From an optimization exercise on the open Yosys and OpenROAD flow, aimed at small area and a short achievable clock period; shortcuts taken in it are not production practice.
In this exercise RTL edits were held to simulation tests only and were not proved equivalent to the original.
No activity file was given, so power comes from the tool's default toggle rates.

File: flow/design.v
module mac_learn_table_top (
    input  logic        clk,
    input  logic        rst,
    input  logic        lrn_valid,
    output logic        lrn_ready,
    input  logic [47:0] lrn_mac,
    input  logic [7:0]  lrn_port,
    input  logic        lkp_valid,
    input  logic [47:0] lkp_mac,
    input  logic [7:0]  lkp_src_port,
    output logic        res_valid,
    output logic        res_hit,
    output logic [7:0]  res_port_mask,
    output logic [5:0]  entry_count,
    output logic        table_full,
    output logic        lrn_drop
);
    mac_learn_table #(
        .PORT_NUMBER(8),
        .TABLE_DEPTH(32)
    ) u_tbl (
        .clk          (clk),
        .rst          (rst),
        .lrn_valid    (lrn_valid),
        .lrn_ready    (lrn_ready),
        .lrn_mac      (lrn_mac),
        .lrn_port     (lrn_port),
        .lkp_valid    (lkp_valid),
        .lkp_mac      (lkp_mac),
        .lkp_src_port (lkp_src_port),
        .res_valid    (res_valid),
        .res_hit      (res_hit),
        .res_port_mask(res_port_mask),
        .entry_count  (entry_count),
        .table_full   (table_full),
        .lrn_drop     (lrn_drop)
    );
endmodule

module mac_learn_table #(
    parameter int PORT_NUMBER = 4,
    parameter int TABLE_DEPTH = 16,
    parameter int AGE_PERIOD  = 1000000,
    parameter int AGE_MAX     = 3
) (
    input  logic                           clk,
    input  logic                           rst,
    input  logic                           lrn_valid,
    output logic                           lrn_ready,
    input  logic [47:0]                    lrn_mac,
    input  logic [PORT_NUMBER-1:0]         lrn_port,
    input  logic                           lkp_valid,
    input  logic [47:0]                    lkp_mac,
    input  logic [PORT_NUMBER-1:0]         lkp_src_port,
    output logic                           res_valid,
    output logic                           res_hit,
    output logic [PORT_NUMBER-1:0]         res_port_mask,
    output logic [$clog2(TABLE_DEPTH+1)-1:0] entry_count,
    output logic                           table_full,
    output logic                           lrn_drop
);
    localparam int IDX_W = (TABLE_DEPTH > 1) ? $clog2(TABLE_DEPTH) : 1;
    localparam int CNT_W = $clog2(TABLE_DEPTH + 1);
    typedef enum logic [1:0] {
        IDLE  = 2'd0,
        CMP   = 2'd1,
        WRITE = 2'd2
    } lrn_state_t;
    lrn_state_t state, state_nxt;
    logic [TABLE_DEPTH-1:0] ent_valid;
    logic [47:0]            ent_mac  [TABLE_DEPTH];
    logic [PORT_NUMBER-1:0] ent_port [TABLE_DEPTH];
    logic [47:0]            lrn_mac_q;
    logic [PORT_NUMBER-1:0] lrn_port_q;
    logic                   cmp_hit_q, cmp_free_q;
    logic [IDX_W-1:0]       cmp_hit_idx_q, cmp_free_idx_q;
    logic                   cmp_hit_c, cmp_free_c;
    logic [IDX_W-1:0]       cmp_hit_idx_c, cmp_free_idx_c;
    logic                   wr_en;
    logic [IDX_W-1:0]       wr_idx;
    logic                   lrn_accept;
    assign lrn_accept = lrn_valid && !lrn_mac[40];
    always_comb begin
        cmp_hit_c      = 1'b0;
        cmp_free_c     = 1'b0;
        cmp_hit_idx_c  = '0;
        cmp_free_idx_c = '0;
        for (int i = TABLE_DEPTH - 1; i >= 0; i--) begin
            if (ent_valid[i] && (ent_mac[i] == lrn_mac_q)) begin
                cmp_hit_c     = 1'b1;
                cmp_hit_idx_c = IDX_W'(i);
            end
            if (!ent_valid[i]) begin
                cmp_free_c     = 1'b1;
                cmp_free_idx_c = IDX_W'(i);
            end
        end
    end
    always_ff @(posedge clk or posedge rst) begin
        if (rst) begin
            state <= IDLE;
        end else begin
            state <= state_nxt;
        end
    end
    always_comb begin
        state_nxt = state;
        lrn_ready = 1'b0;
        lrn_drop  = 1'b0;
        wr_en     = 1'b0;
        wr_idx    = '0;
        case (state)
            IDLE: begin
                lrn_ready = 1'b1;
                if (lrn_accept) begin
                    state_nxt = CMP;
                end
            end
            CMP: begin
                state_nxt = WRITE;
            end
            WRITE: begin
                state_nxt = IDLE;
                if (cmp_hit_q) begin
                    wr_en  = 1'b1;
                    wr_idx = cmp_hit_idx_q;
                end else if (cmp_free_q) begin
                    wr_en  = 1'b1;
                    wr_idx = cmp_free_idx_q;
                end else begin
                    lrn_drop = 1'b1;
                end
            end
            default: begin
                state_nxt = IDLE;
            end
        endcase
    end
    always_ff @(posedge clk or posedge rst) begin
        if (rst) begin
            lrn_mac_q      <= '0;
            lrn_port_q     <= '0;
            cmp_hit_q      <= 1'b0;
            cmp_free_q     <= 1'b0;
            cmp_hit_idx_q  <= '0;
            cmp_free_idx_q <= '0;
        end else begin
            if (state == IDLE && lrn_accept) begin
                lrn_mac_q  <= lrn_mac;
                lrn_port_q <= lrn_port;
            end
            if (state == CMP) begin
                cmp_hit_q      <= cmp_hit_c;
                cmp_free_q     <= cmp_free_c;
                cmp_hit_idx_q  <= cmp_hit_idx_c;
                cmp_free_idx_q <= cmp_free_idx_c;
            end
        end
    end
    always_ff @(posedge clk) begin
        if (wr_en) begin
            ent_mac[wr_idx]  <= lrn_mac_q;
            ent_port[wr_idx] <= lrn_port_q;
        end
    end
    always_ff @(posedge clk or posedge rst) begin
        if (rst) begin
            ent_valid <= '0;
        end else begin
            for (int i = 0; i < TABLE_DEPTH; i++) begin
                if (wr_en && (wr_idx == IDX_W'(i))) begin
                    ent_valid[i] <= 1'b1;
                end
            end
        end
    end
    always_comb begin
        entry_count = '0;
        for (int i = 0; i < TABLE_DEPTH; i++) begin
            entry_count = entry_count + CNT_W'(ent_valid[i]);
        end
    end
    assign table_full = (entry_count == CNT_W'(TABLE_DEPTH));
    logic                   lk_hit_c;
    logic [PORT_NUMBER-1:0] lk_port_c;
    always_comb begin
        lk_hit_c  = 1'b0;
        lk_port_c = '0;
        for (int i = TABLE_DEPTH - 1; i >= 0; i--) begin
            if (ent_valid[i] && (ent_mac[i] == lkp_mac)) begin
                lk_hit_c  = 1'b1;
                lk_port_c = ent_port[i];
            end
        end
    end
    logic                   s1_vld, s1_hit;
    logic [PORT_NUMBER-1:0] s1_port, s1_src;
    always_ff @(posedge clk or posedge rst) begin
        if (rst) begin
            s1_vld  <= 1'b0;
            s1_hit  <= 1'b0;
            s1_port <= '0;
            s1_src  <= '0;
        end else begin
            s1_vld  <= lkp_valid;
            s1_hit  <= lkp_valid && !lkp_mac[40] && lk_hit_c;
            s1_port <= lk_port_c;
            s1_src  <= lkp_src_port;
        end
    end
    always_ff @(posedge clk or posedge rst) begin
        if (rst) begin
            res_valid     <= 1'b0;
            res_hit       <= 1'b0;
            res_port_mask <= '0;
        end else begin
            res_valid <= s1_vld;
            res_hit   <= s1_vld && s1_hit;
            if (!s1_vld) begin
                res_port_mask <= '0;
            end else if (s1_hit) begin
                res_port_mask <= s1_port & ~s1_src;
            end else begin
                res_port_mask <= ~s1_src;
            end
        end
    end
endmodule
File: flow/run.sh
#!/bin/bash
# synth_recipe.tcl (not shown) runs the flow's synth.tcl, then flattens the netlist and writes it again
# the make line also repeats each setting of config.mk as NAME=value (left out here)
make -C /OpenROAD-flow-scripts/flow DESIGN_CONFIG=/design/flow/config.mk WORK_HOME=/design/flow/orfs CLKGATE_MAP_FILE= SYNTH_SCRIPT=/design/flow/synth_recipe.tcl finish
File: flow/config.mk
export PLATFORM = sky130hd
export DESIGN_NAME = mac_learn_table_top
export DESIGN_NICKNAME = mac_learn_table_top
export VERILOG_FILES = /design/flow/design.v
export SDC_FILE = /design/flow/constraint.sdc
export NUM_CORES = 4
export LEC_CHECK = 0
export CAP_MARGIN = 20
export CORE_MARGIN = 2
export CORE_UTILIZATION = 40
export SLEW_MARGIN = 20
File: flow/constraint.sdc
create_clock -name core_clock -period 10.0 [get_ports {clk}]
set_input_delay 2.0000 -clock core_clock [delete_from_list [all_inputs] [get_ports {clk}]]
set_output_delay 2.0000 -clock core_clock [all_outputs]
set_load 0.01 [all_outputs]
==> results.json <==
{
  "status": "timing/DRC/antenna clean",
  "utilization_pct": 45.8,
  "grt_util_met2_pct": 54.3,
  "clk_pin_slew_worst_paths_ns": 0.06,
  "min_path_type": "reg -> reg",
  "hold_buffers": 0,
  "cp_slowest_stage_delay_ns": 0.62,
  "met1_usage_pct": 48.9,
  "setup_violations": 0,
  "worstSetupPathType": "reg -> out",
  "critPathArrivalTime_ns": 7.60,
  "synth.net_count": 7710,
  "skew_ns": 0.0647,
  "io_pins": 135,
  "initial_utilization_pct": 40.1,
  "drive_gt1_share_pct": 10.9,
  "clk_path_buf_depth": 3,
  "path_cells": "ha_1, inv_1, fa_1, fa_1, fa_1, fa_1, fa_1, fa_1, inv_1, fa_1, inv_1, fa_1, inv_1, a21o_1, a21oi_1, xnor2_1, nor2_1, nand2_1, nor4_2, buf_4, clkdlybuf4s50_1",
  "wirelength_um": 473000,
  "final_nets": 7974,
  "syn_inst": 7562,
  "dpl.hpwl_um": 310000,
  "insertion_delay_ns": 0.93,
  "root_buffer": "clkbuf_16",
  "wl_per_cell_um": 42.0,
  "grt_util_all_layers_pct": 36.9,
  "yosysUniqueCellTypes": 82,
  "cts_made_buffers": 210,
  "vdd_ir_drop_max_uv": 175,
  "period_share_pct": 96.0,
  "cts_max_level": 4,
  "coreArea_sq_mm": 0.245,
  "slowest_stage": "nor4_2",
  "vias_per_cell": 6.43,
  "cp-end-kind": "primary output",
  "slew_violations": 0,
  "gp_congestion": 0.987,
  "cts_resized": 0,
  "synth_edf_count": 1792,
  "synthArstFlopShare_pct": 6.76,
  "seq_area_frac_synth_pct": 58.0,
  "slew_headroom_pct": 14.2,
  "hold_viol_final": 0,
  "grt_max_degree": 61,
  "grt_overflow": 0,
  "cts_tree": "built",
  "detail-route-antenna-nets": 0,
  "numPortBuffers": 134,
  "ys.flop_type": "edfxtp_1",
  "grt_pass1_vias": 68900,
  "synth_area_per_cell_sq_um": 13.0,
  "dp_slack_ns": 1.35,
  "ys_warn_count": 1,
  "row_count": 182,
  "dr_total_vias": 72300,
  "setup.worst_path.start_class": "flip-flop",
  "syn_area_sq_mm": 0.0983,
  "fin_cells": 11200,
  "cts_setup_buffers": 0,
  "antenna_found_initial": 33,
  "ys_ff_latch": 1922,
  "grtUsageMet3_pct": 9.20,
  "setup_ws_ns": 0.400,
  "p_per_area_mw_per_mm2": 199,
  "grt_busiest_layer": "met2",
  "area_growth_pct": 14.2,
  "cts.sinks": 1922,
  "min_period_ns": 9.60,
  "fin_setup_tns_ns": 0,
  "critical_path_required_ns": 8.00,
  "fp.dieW_um": 500,
  "fill_cells": 22000,
  "drt-pass1-iter-count": 8,
  "initialDrtViolationCount": 12700,
  "tightest_slew_ns": 1.28,
  "rsz0062_at_grt": "false",
  "fp.dieH_um": 500,
  "worst_path_most_repeated_cell": "fa_1",
  "dpl.cell_count": 10800,
  "grt_pass1_wl_um": 623000,
  "p_leak_nw": 37.1,
  "max_freq_mhz": 104,
  "die_area_sq_mm": 0.250,
  "maxCapViolCount": 0,
  "crit_fanout": 6,
  "drc": 0
}
[logic make-up (layout without fill, tap and decap cells)]
family | after synthesis | count (layout) | share of synthesized area [%]
compound gates | 731 | 731 | 5.20
xor+xnor | 2711 | 2711 | 24.2
fa+ha+maj | 32 | 32 | 0.590
buf+inv | 654 | 1102 | 2.99
flops | 1922 | 1922 | 58.0
mux | 46 | 46 | 0.506
other cells | 0 | 17 | 0
simple gates | 1466 | 1466 | 8.53
[final timing paths]
path	from	end	slack [ns]	cells past startpoint
min	u_tbl.s1_src[4]	u_tbl.res_port_mask[4]	0.40	1
max in group asynchronous	rst	u_tbl.lrn_mac_q[34]	6.94	3
min in group asynchronous	rst	u_tbl.lrn_mac_q[6]	1.59	2
max	u_tbl.ent_valid[0]	table_full	0.40	21
max reg2reg	u_tbl.lrn_mac_q[46]	u_tbl.cmp_hit_idx_q[1]	4.44	10
min reg2reg	u_tbl.s1_src[4]	u_tbl.res_port_mask[4]	0.40	1
[synthesized netlist by cell type, types with 18 or more instances]
library cell  number  share of area, %
nand2_1          180              0.69
a22o_1            28              0.25
edfxtp_1        1792                55
o22ai_1          108              0.69
nor2b_1           30              0.19
a221oi_1          49              0.44
fa_1              24              0.49
a22oi_1           26              0.20
nand2b_1          30              0.19
o2111ai_1         27              0.24
a21oi_1           95              0.48
a221o_1           18              0.18
mux2_2            26              0.30
or2_2             21              0.13
a222oi_1          20              0.20
nor2_1           127              0.48
nor4_1           440               2.8
nand3_1           74              0.38
nand4_1          395               2.5
buf_1             70              0.27
nor3_1            78              0.40
mux2i_1           19              0.19
inv_1            237              0.90
buf_2            151              0.77
xor2_1          1483                13
or4_1             21              0.16
clkbuf_1         105              0.40
o21bai_1          18              0.14
o221ai_1          23              0.20
xnor2_1         1227                11
a2111oi_0         18              0.16
o2bb2ai_1         39              0.35
buf_4             70              0.53
o21ai_0          159              0.81
dfrtp_1          130               3.3
[stage by stage]
step | hold WS, ns | total power [mW] | instance area [sq um]
3_5_place_dp | 0.393 | 13.8 | 105000
6_report | 0.401 | 22.4 | 112000
3_3_place_gp | 0.390 | 13.8 | 105000
5_1_grt | 0.410 | 22.6 | 112000
2_1_floorplan | 0.383 | 11.5 | 98300
4_1_cts | 0.402 | 22.2 | 112000
[sequential cells by signal, summed over array words and instances, names as in the netlist]
register              flops
u_tbl.ent_valid          32
u_tbl.ent_mac          1536
u_tbl.lrn_port_q          8
u_tbl.cmp_hit_q           1
u_tbl.cmp_free_q          1
u_tbl.s1_hit              1
u_tbl.cmp_free_idx_q      5
u_tbl.s1_vld              1
u_tbl.state               2
u_tbl.s1_src              8
u_tbl.cmp_hit_idx_q       5
u_tbl.s1_port             8
u_tbl.res_valid           1
u_tbl.lrn_mac_q          48
u_tbl.res_hit             1
u_tbl.res_port_mask       8
u_tbl.ent_port          256
[cell usage in the layout, fill, tap and decap left out, types with 34 or more instances in the layout]
cell type           n
inv_1             235
nand2_1           179
nor4_1            431
bufinv_16          35
clkinv_2           43
dfrtp_1            82
nand3_1            74
xor2_1           1483
clkdlybuf4s50_1    86
o2bb2ai_1          39
buf_4             339
o21ai_0           158
edfxtp_1         1792
o22ai_1           108
clkbuf_1           34
clkbuf_16         211
xnor2_1          1227
dfrtp_4            48
nor2_1             95
nor3_1             74
nand4_1           395
clkinv_1           39
a21oi_1            95
a221oi_1           49
[worst max-delay path: cells and delay by family, from the launching register on]
kind / cells / cell delay (ns)
simple gates: 3 / 0.86
fa+ha+maj: 9 / 3.89
xor+xnor: 1 / 0.17
compound gates: 2 / 0.32
buf+inv: 6 / 1.05
flops: 1 / 0.43
[area by class of cell]
class                   count  area [sq um]  share of cell area (%)
diodes                     17          42.5                  0.0379
clock buffers             260          5610                    5.00
clock inverters           136          1800                    1.60
inverters                 253           955                   0.850
multi-input cells        4986         38700                    34.5
flip-flops and latches   1922         57200                    51.0
well taps                3220          4030                    3.59
repair buffers            453          3890                    3.47
[where the power goes]
part | switching (mW) | internal (mW) | total, mW
combinational | 3.01 | 1.09 | 4.09
clock | 3.57 | 4.91 | 8.48
sequential | 0.562 | 9.23 | 9.79
[layer usage]
metal | wire (um) | up-vias
met3 | 59800 | 1346
met4 | 35300 | 8
met2 | 200000 | 5893
met5 | 64 | -
met1 | 178000 | 37000
li1 | - | 28100

==> re-timing with driven ports <==
In the flow no input, the clock included, has a driving cell. The finished layout below was timed again as built, in two steps.
Step 1, drivers: a clkbuf_16 drives clk and a buf_2 each remaining input, both assumed.
Step 2 adds t to the input delays and takes it off the output delays; t is the mean of the earliest and latest rising clock arrival at the registers after step 1. Input paths then give back, and output paths get back, about the clock's delay inside the block.
Slacks: ideal ports / drivers / drivers and shift; pairs: ideal ports / drivers.
shift t [ns]: 0.988
slack for setup (ns): 0.400 / 0.303 / 1.291
worst register clock-pin slew, ns: 0.07 / 0.07
pins driven straight from the clock port: 1
After both steps setup and hold are still met in this run. For this run, drivers alone change the setup slack by -0.097 ns; drivers and shift together by +0.891 ns.
